Source: an optimization exercise on an open RTL-to-GDS flow (aim: small area, a short achievable clock period and few clock cycles per item). Production flows keep margins and buffers that such runs may drop.
The RTL was checked by simulation tests, not by an equivalence proof against the original design.

==> design/flow/design.v <==
package fp_mul_pkg;
    localparam int FP_EXP_DEF  = 8;
    localparam int FP_MAN_DEF  = 23;
    localparam int FP_BIAS_DEF = 2 ** (FP_EXP_DEF - 1) - 1;
    localparam int FLAGS_W     = 5;
    typedef enum logic [1:0] {
        IDLE = 2'd0,
        MUL  = 2'd1,
        RESP = 2'd2
    } state_e;
    typedef struct packed {
        logic inf;
        logic nan;
        logic zero;
        logic overflow;
        logic underflow;
    } flags_t;
    function automatic flags_t flags_clear();
        flags_clear = 5'b00000;
    endfunction
endpackage
import fp_mul_pkg::*;
module fp_mul_pipe
#(
    parameter int EXP  = FP_EXP_DEF,
    parameter int MAN  = FP_MAN_DEF,
    parameter int BITS = MAN + EXP + 1,
    parameter int BIAS = 2 ** (EXP - 1) - 1
) (
    input  logic [BITS-1:0]    x_i,
    input  logic [BITS-1:0]    y_i,
    output logic [BITS-1:0]    data_o,
    output logic [FLAGS_W-1:0] flags_o
);
    localparam int EW = EXP + 2;
    localparam int PW = 2 * (MAN + 1);
    localparam logic [EXP-1:0]       EXP_MAX = '1;
    localparam logic signed [EW-1:0] BIAS_S  = EW'(BIAS);
    localparam int F_INF = 4, F_NAN = 3, F_ZERO = 2, F_OVF = 1, F_UNF = 0;
    logic                 x_sign, y_sign;
    logic [EXP-1:0]       x_exp, y_exp;
    logic [MAN-1:0]       x_man, y_man;
    logic [PW-1:0]        prod;
    logic                 norm;
    logic [MAN-1:0]       man_c;
    logic signed [EW-1:0] exp_c;
    logic [BITS-1:0]      data_c;
    logic [FLAGS_W-1:0]   flags_c;
    assign {x_sign, x_exp, x_man} = x_i;
    assign {y_sign, y_exp, y_man} = y_i;
    always_comb begin
        flags_c = '0;
        prod    = {{(MAN + 1){1'b0}}, 1'b1, x_man} * {{(MAN + 1){1'b0}}, 1'b1, y_man};
        norm    = prod[PW-1];
        man_c   = norm ? MAN'(prod >> (MAN + 1)) : MAN'(prod >> MAN);
        exp_c   = $signed({2'b00, x_exp}) + $signed({2'b00, y_exp}) - BIAS_S
                + $signed({{(EW - 1){1'b0}}, norm});
        data_c  = {x_sign ^ y_sign, exp_c[EXP-1:0], man_c};
        if (x_exp == '0 || y_exp == '0) begin
            flags_c[F_ZERO] = 1'b1;
        end else if ((x_exp == EXP_MAX && x_man != '0) || (y_exp == EXP_MAX && y_man != '0)) begin
            flags_c[F_NAN] = 1'b1;
        end else if (x_exp == EXP_MAX || y_exp == EXP_MAX) begin
            flags_c[F_INF] = 1'b1;
        end else if (exp_c[EW-1] || exp_c == '0) begin
            flags_c[F_UNF] = 1'b1;
        end else if (exp_c >= $signed({2'b00, EXP_MAX})) begin
            flags_c[F_OVF] = 1'b1;
        end
        if (flags_c[F_ZERO] || flags_c[F_UNF]) begin
            data_c = '0;
        end else if (flags_c[F_NAN] || flags_c[F_INF] || flags_c[F_OVF]) begin
            data_c = {1'b0, EXP_MAX, {MAN{1'b0}}};
        end
    end
    assign data_o  = data_c;
    assign flags_o = flags_c;
endmodule
import fp_mul_pkg::*;
module fp_mul_sched
#(
    parameter int EXP  = FP_EXP_DEF,
    parameter int MAN  = FP_MAN_DEF,
    parameter int BITS = MAN + EXP + 1,
    parameter int BIAS = 2 ** (EXP - 1) - 1,
    parameter int NREQ = 4,
    localparam int IDW = (NREQ > 1) ? $clog2(NREQ) : 1
) (
    input  logic                      clk,
    input  logic                      reset_n,
    input  logic [NREQ-1:0]           req_valid,
    input  logic [NREQ-1:0][BITS-1:0] req_x,
    input  logic [NREQ-1:0][BITS-1:0] req_y,
    output logic [NREQ-1:0]           req_ready,
    output logic                      res_valid,
    input  logic                      res_ready,
    output logic [IDW-1:0]            res_id,
    output logic [BITS-1:0]           res_data,
    output logic [FLAGS_W-1:0]        res_flags,
    output logic                      busy
);
    logic [IDW-1:0]     last_q;
    logic               vld_q;
    logic [IDW-1:0]     id_q;
    logic [BITS-1:0]    data_q;
    logic [FLAGS_W-1:0] flags_q;
    logic [NREQ-1:0]    gnt;        
    logic [IDW-1:0]     gnt_idx;
    logic               accept;     
    logic [BITS-1:0]    x_sel, y_sel;
    logic [BITS-1:0]    mul_data;
    logic [FLAGS_W-1:0] mul_flags;
    always_comb begin
        logic found;
        logic [IDW-1:0] cand;
        found   = 1'b0;
        gnt     = '0;
        gnt_idx = '0;
        cand    = last_q;
        for (int i = 0; i < NREQ; i++) begin
            cand = (cand == IDW'(NREQ - 1)) ? '0 : cand + 1'b1;
            if (!found && req_valid[cand]) begin
                found        = 1'b1;
                gnt[cand]    = 1'b1;
                gnt_idx      = cand;
            end
        end
    end
    assign accept    = !vld_q || res_ready;
    assign req_ready = accept ? gnt : '0;
    always_comb begin
        x_sel = '0;
        y_sel = '0;
        for (int i = 0; i < NREQ; i++) begin
            x_sel = x_sel | (req_x[i] & {BITS{gnt[i]}});
            y_sel = y_sel | (req_y[i] & {BITS{gnt[i]}});
        end
    end
    fp_mul_pipe #(
        .EXP  (EXP),
        .MAN  (MAN),
        .BITS (BITS),
        .BIAS (BIAS)
    ) u_mul (
        .x_i     (x_sel),
        .y_i     (y_sel),
        .data_o  (mul_data),
        .flags_o (mul_flags)
    );
    always_ff @(posedge clk or negedge reset_n) begin
        if (!reset_n) begin
            vld_q  <= 1'b0;
            last_q <= IDW'(NREQ - 1);
        end else begin
            if (accept) vld_q <= |gnt;
            if (accept && |gnt) last_q <= gnt_idx;
        end
    end
    always_ff @(posedge clk) begin
        if (accept) begin
            id_q    <= gnt_idx;
            data_q  <= mul_data;
            flags_q <= mul_flags;
        end
    end
    assign res_valid = vld_q;
    assign res_id    = id_q;
    assign res_data  = data_q;
    assign res_flags = flags_q;
    assign busy      = vld_q;
endmodule
module fp_mul_sched_top (
    input  logic         clk,
    input  logic         reset_n,
    input  logic [3:0]   req_valid,
    input  logic [127:0] req_x,
    input  logic [127:0] req_y,
    output logic [3:0]   req_ready,
    output logic         res_valid,
    input  logic         res_ready,
    output logic [1:0]   res_id,
    output logic [31:0]  res_data,
    output logic [4:0]   res_flags,
    output logic         busy
);
    fp_mul_sched #(
        .EXP  (8),
        .MAN  (23),
        .NREQ (4)
    ) u_sched (
        .clk       (clk),
        .reset_n   (reset_n),
        .req_valid (req_valid),
        .req_x     (req_x),
        .req_y     (req_y),
        .req_ready (req_ready),
        .res_valid (res_valid),
        .res_ready (res_ready),
        .res_id    (res_id),
        .res_data  (res_data),
        .res_flags (res_flags),
        .busy      (busy)
    );
endmodule
==> design/flow/run.sh <==
#!/bin/bash
# synth_recipe.tcl (not shown) runs the flow's synth.tcl, then flattens the netlist and writes it again
# the make line also repeats each setting of config.mk as NAME=value (left out here)
make -C /OpenROAD-flow-scripts/flow DESIGN_CONFIG=/design/flow/config.mk WORK_HOME=/design/flow/orfs CLKGATE_MAP_FILE= SYNTH_SCRIPT=/design/flow/synth_recipe.tcl finish
==> design/flow/config.mk <==
export PLATFORM = sky130hd
export DESIGN_NAME = fp_mul_sched_top
export DESIGN_NICKNAME = fp_mul_sched_top
export VERILOG_FILES = /design/flow/design.v
export SDC_FILE = /design/flow/constraint.sdc
export NUM_CORES = 4
export LEC_CHECK = 0
export CAP_MARGIN = 20
export CORE_MARGIN = 2
export CORE_UTILIZATION = 40
export SLEW_MARGIN = 20
==> design/flow/constraint.sdc <==
create_clock -name core_clock -period 10.5 [get_ports {clk}]
set_input_delay 2.1000 -clock core_clock [delete_from_list [all_inputs] [get_ports {clk}]]
set_output_delay 2.1000 -clock core_clock [all_outputs]
set_load 0.01 [all_outputs]
==> impl_metrics.ini <==
[setup_path]
crit_type = input pin to flop
cp-end-kind = flop
crit_path_start = req_valid[0]
crit_required_ns = 10.62
cp_slowest_stage_delay_ns = 0.53
r2r_cells = 51
crit_path_top_delay_cell = fa_1
cp_data_arrival_time_ns = 13.11
ff2ff_setup_slack_ns = -1.58
r2r_end = u_sched.data_q[17]$_SDFFCE_PP0P_
r2r-start = u_sched.last_q[0]$_DFFE_PN1P_
critPathLaunchType = input pin
cp_common_cell = fa_1
critPathMaxFanout = 8

[logic_synthesis]
ys.warnings.count = 2
synth_top_family_by_area = adder cells
synth_nets = 3615
synth.distinct_cells = 88
synth-xor-area-share = 0.0123
synthFlopType = edfxtp_1
netlist_area_um2 = 22700
synthAdderAreaFrac = 0.530
syn_area_per_cell_um2 = 8.49
synth_seq_cells = 42
synth_edf_count = 39
syn_inst = 2678
synth-async-reset-ratio = 0.0714
synth_compound_area_frac = 0.106
synth-simple-area-share = 0.157
ys_seq_area_frac = 0.0549
yosys-mux-area-fraction = 0.0145

[cts]
clkSinkCount = 42
cts-htree-levels = 2
clock_path_buffers = 2
holdBufCountCts = 0
path_clk_slew_ns = 0.07
cts_tree = done
numCtsBuffers = 5
cts_root_buffer = clkbuf_16
clk-insertion-delay-late_ns = 0.29

[sta]
slew_violations = 0
period_share = 1.24
layout_setup_ws_ns = -2.49
finalSetupViolCount = 34
fin_crit_ns = 12.99
maxSlewHeadroom = 0.286
finalClockSkew_ns = 0.00673
worst_slew_pin_slew_ns = 1.07
fmax_ghz = 0.0770
setup_tns_ns = -82.20
rsz0062_at_grt = true
hold_viol = 0

[layout]
final_util = 0.574
drive_above_1_share = 0.232
final_nets = 4358
syn_to_final_growth_pct = 42.1
final_area_um2 = 32300
layout.cells.non_filler = 4180

[placement]
place_congestion = 1.01
dp_hpwl_um = 83000
port_buffers = 307
placed_area_um2 = 30700
dp.cells = 4114

[global_route]
grt_use_total = 0.325
gr-total-overflow = 0
grt_first_pass_wirelength_um = 142000
grt_max_degree = 39
grt_antenna_before_repair = 2
grt_pass1_vias = 23800

[floorplanning]
io_pins = 308
core-area_um2 = 56300
die_x_um = 242
dieArea_um2 = 58800
start_util = 0.404
die_y_um = 242
fp-row-count = 87

[flow_run]
cap_violations = 0

[worst_hold_path]
hold_class = flop to flop
hold_path_startpoint = u_sched.last_q[1]$_DFFE_PN1P_
hold_depth = 3
hold_path_end = u_sched.last_q[1]$_DFFE_PN1P_

[drt]
drc = 0
ant_nets = 0
wire_per_inst_um = 22.9
routed_via_density = 5.29
first_iter_violations = 1867
vias = 22100
drt_wl_total_um = 95800
dr.pass1.iters = 8

[run_status]
so_faults = setup timing
outcome = finished with violations
[through the flow]
step / hold WS [ns] / worst slack [ns]
floorplan: 0.584 / -2.66
global placement: 0.646 / -3.85
detailed placement: 0.653 / -3.96
CTS: 0.666 / -2.43
global route: 0.689 / -2.87
finish: 0.661 / -2.49
[synth_stat cells (all sizes together) (7+ instances only)]
cell      n  area [um2]
nand2   432        1620
nor2    271        1020
inv     584        2190
nand4    13        81.3
and2     27         169
o21ai    25         125
fa      482        9650
a222oi   43         430
clkbuf  100         375
o21bai   10        75.1
a22oi    38         285
o22ai     8        50.1
edfxtp   39        1170
o211ai    7        66.3
a21o     38         285
nor2b    15        93.8
o31ai    14         115
nand3    18        90.1
xor2     10        87.6
nor4     17         113
ha      192        2400
a211oi    9        67.6
a21oi    80         404
mux2i    27         295
clkinv    7        26.3
xnor2    22         193
nor3      9        50.1
or3       8        50.1
buf      38         268
[critical path, delay by kind of cell]
kind	cells	cell delay, ns
and+or+nand+nor	10	1.96
xor gates and xnor gates	2	0.39
muxes	1	0.49
buffers and inverters	11	1.16
AOI/OAI and AO/OA	16	2.82
adders and majority gates	10	4.17
[timing repair]
item / CTS / global route
endpoints found under the setup margin: 34 / 34
gates resized for setup: 187 / 73
endpoints found under the hold margin: 0 / 0
setup buffers: 36 / 19
pin swaps: 72 / 94
gates cloned: 3 / 1
[layout by cell type, fill, tap and decap left out, types with 7 or more instances in the layout]
cell	n
nand2_2	12
nor2_1	244
nor2_2	16
xnor2_1	21
a21o_1	38
inv_2	32
fa_1	456
clkinvlp_4	7
nor3_1	8
a22oi_1	38
o21ai_0	22
a21oi_2	9
nor2_4	11
inv_1	543
a211oi_1	7
xor2_1	10
fa_2	26
and2_1	23
nand2_1	411
clkdlybuf4s50_1	303
o21bai_1	10
nor2b_1	10
a222oi_1	43
edfxtp_1	39
ha_4	15
ha_1	176
o22ai_1	7
buf_6	19
nand4_1	13
mux2i_1	22
buf_8	7
buf_12	56
nor4_1	14
buf_4	487
nand3_1	15
a21oi_1	63
a21oi_4	8
o31ai_1	12
[worst max path at each step]
stage | end | slack, ns
finish | u_sched.data_q[17]$_SDFFCE_PP0P_ | -2.49
global route | u_sched.data_q[17]$_SDFFCE_PP0P_ | -2.87
CTS | u_sched.data_q[16]$_SDFFCE_PP0P_ | -2.43
detailed placement | u_sched.data_q[31]$_SDFFCE_PP0P_ | -3.96
global placement | u_sched.data_q[31]$_SDFFCE_PP0P_ | -3.85
floorplan | u_sched.data_q[22]$_SDFFCE_PP0P_ | -2.66
[metal layers]
metal	vias to the layer above	track usage	share of wire
met5	-	0	0
met4	0	0.156	0.057
met3	209	0.0528	0.076
met2	950	0.546	0.47
met1	11100	0.407	0.39
li1	9842	-	-
[cells by family after synthesis]
group                      Yosys count
buffers and inverters              729
and+or+nand+nor                    845
adders and majority gates          674
xor gates and xnor gates            32
muxes                               29
AOI/OAI and AO/OA                  327
DFF                                 42
[cell type report]
class / count / area (um2)
multi-input combinational: 1907 / 19500
fill: 5212 / 24000
clock buffer: 5 / 125
inverter: 591 / 2260
tap: 756 / 946
antenna: 2 / 5.00
sequential: 42 / 1250
timing repair buffer: 874 / 8180
clock inverter: 3 / 23.8
[sequential cells by signal, summed over array words and instances, names as in the netlist]
| register | cells |
|---|---|
| u_sched.id_q | 2 |
| u_sched.flags_q | 5 |
| u_sched.vld_q | 1 |
| u_sched.last_q | 2 |
| u_sched.data_q | 32 |
Testbench counts, summed over its fixed seeds: cycles 2,056, items 2,048.

## static timing again, ports no longer ideal
Ports are ideal in the flow. The routed layout listed here was re-timed in OpenROAD.
Step 1 assumes that a clkbuf_16 drives the clock port and a buf_2 every other input.
Step 2 adds t to the input delays and takes it off the output delays; t is the mean of the earliest and latest rising clock arrival at the registers after step 1. Input paths then give back, and output paths get back, about the clock's delay inside the block.
Slacks: no drivers / after step 1 / after step 2; pairs: no drivers / after step 1.
t (ns): 0.325
setup WS [ns]: -2.492 / -2.490 / -2.814
hold slack, ns: 0.661 / 0.661 / 0.661
clock arrival spread, ns: 0.007 / 0.007
The setup slack of this run moves by +0.002 ns with the drivers and by -0.322 ns with both steps.
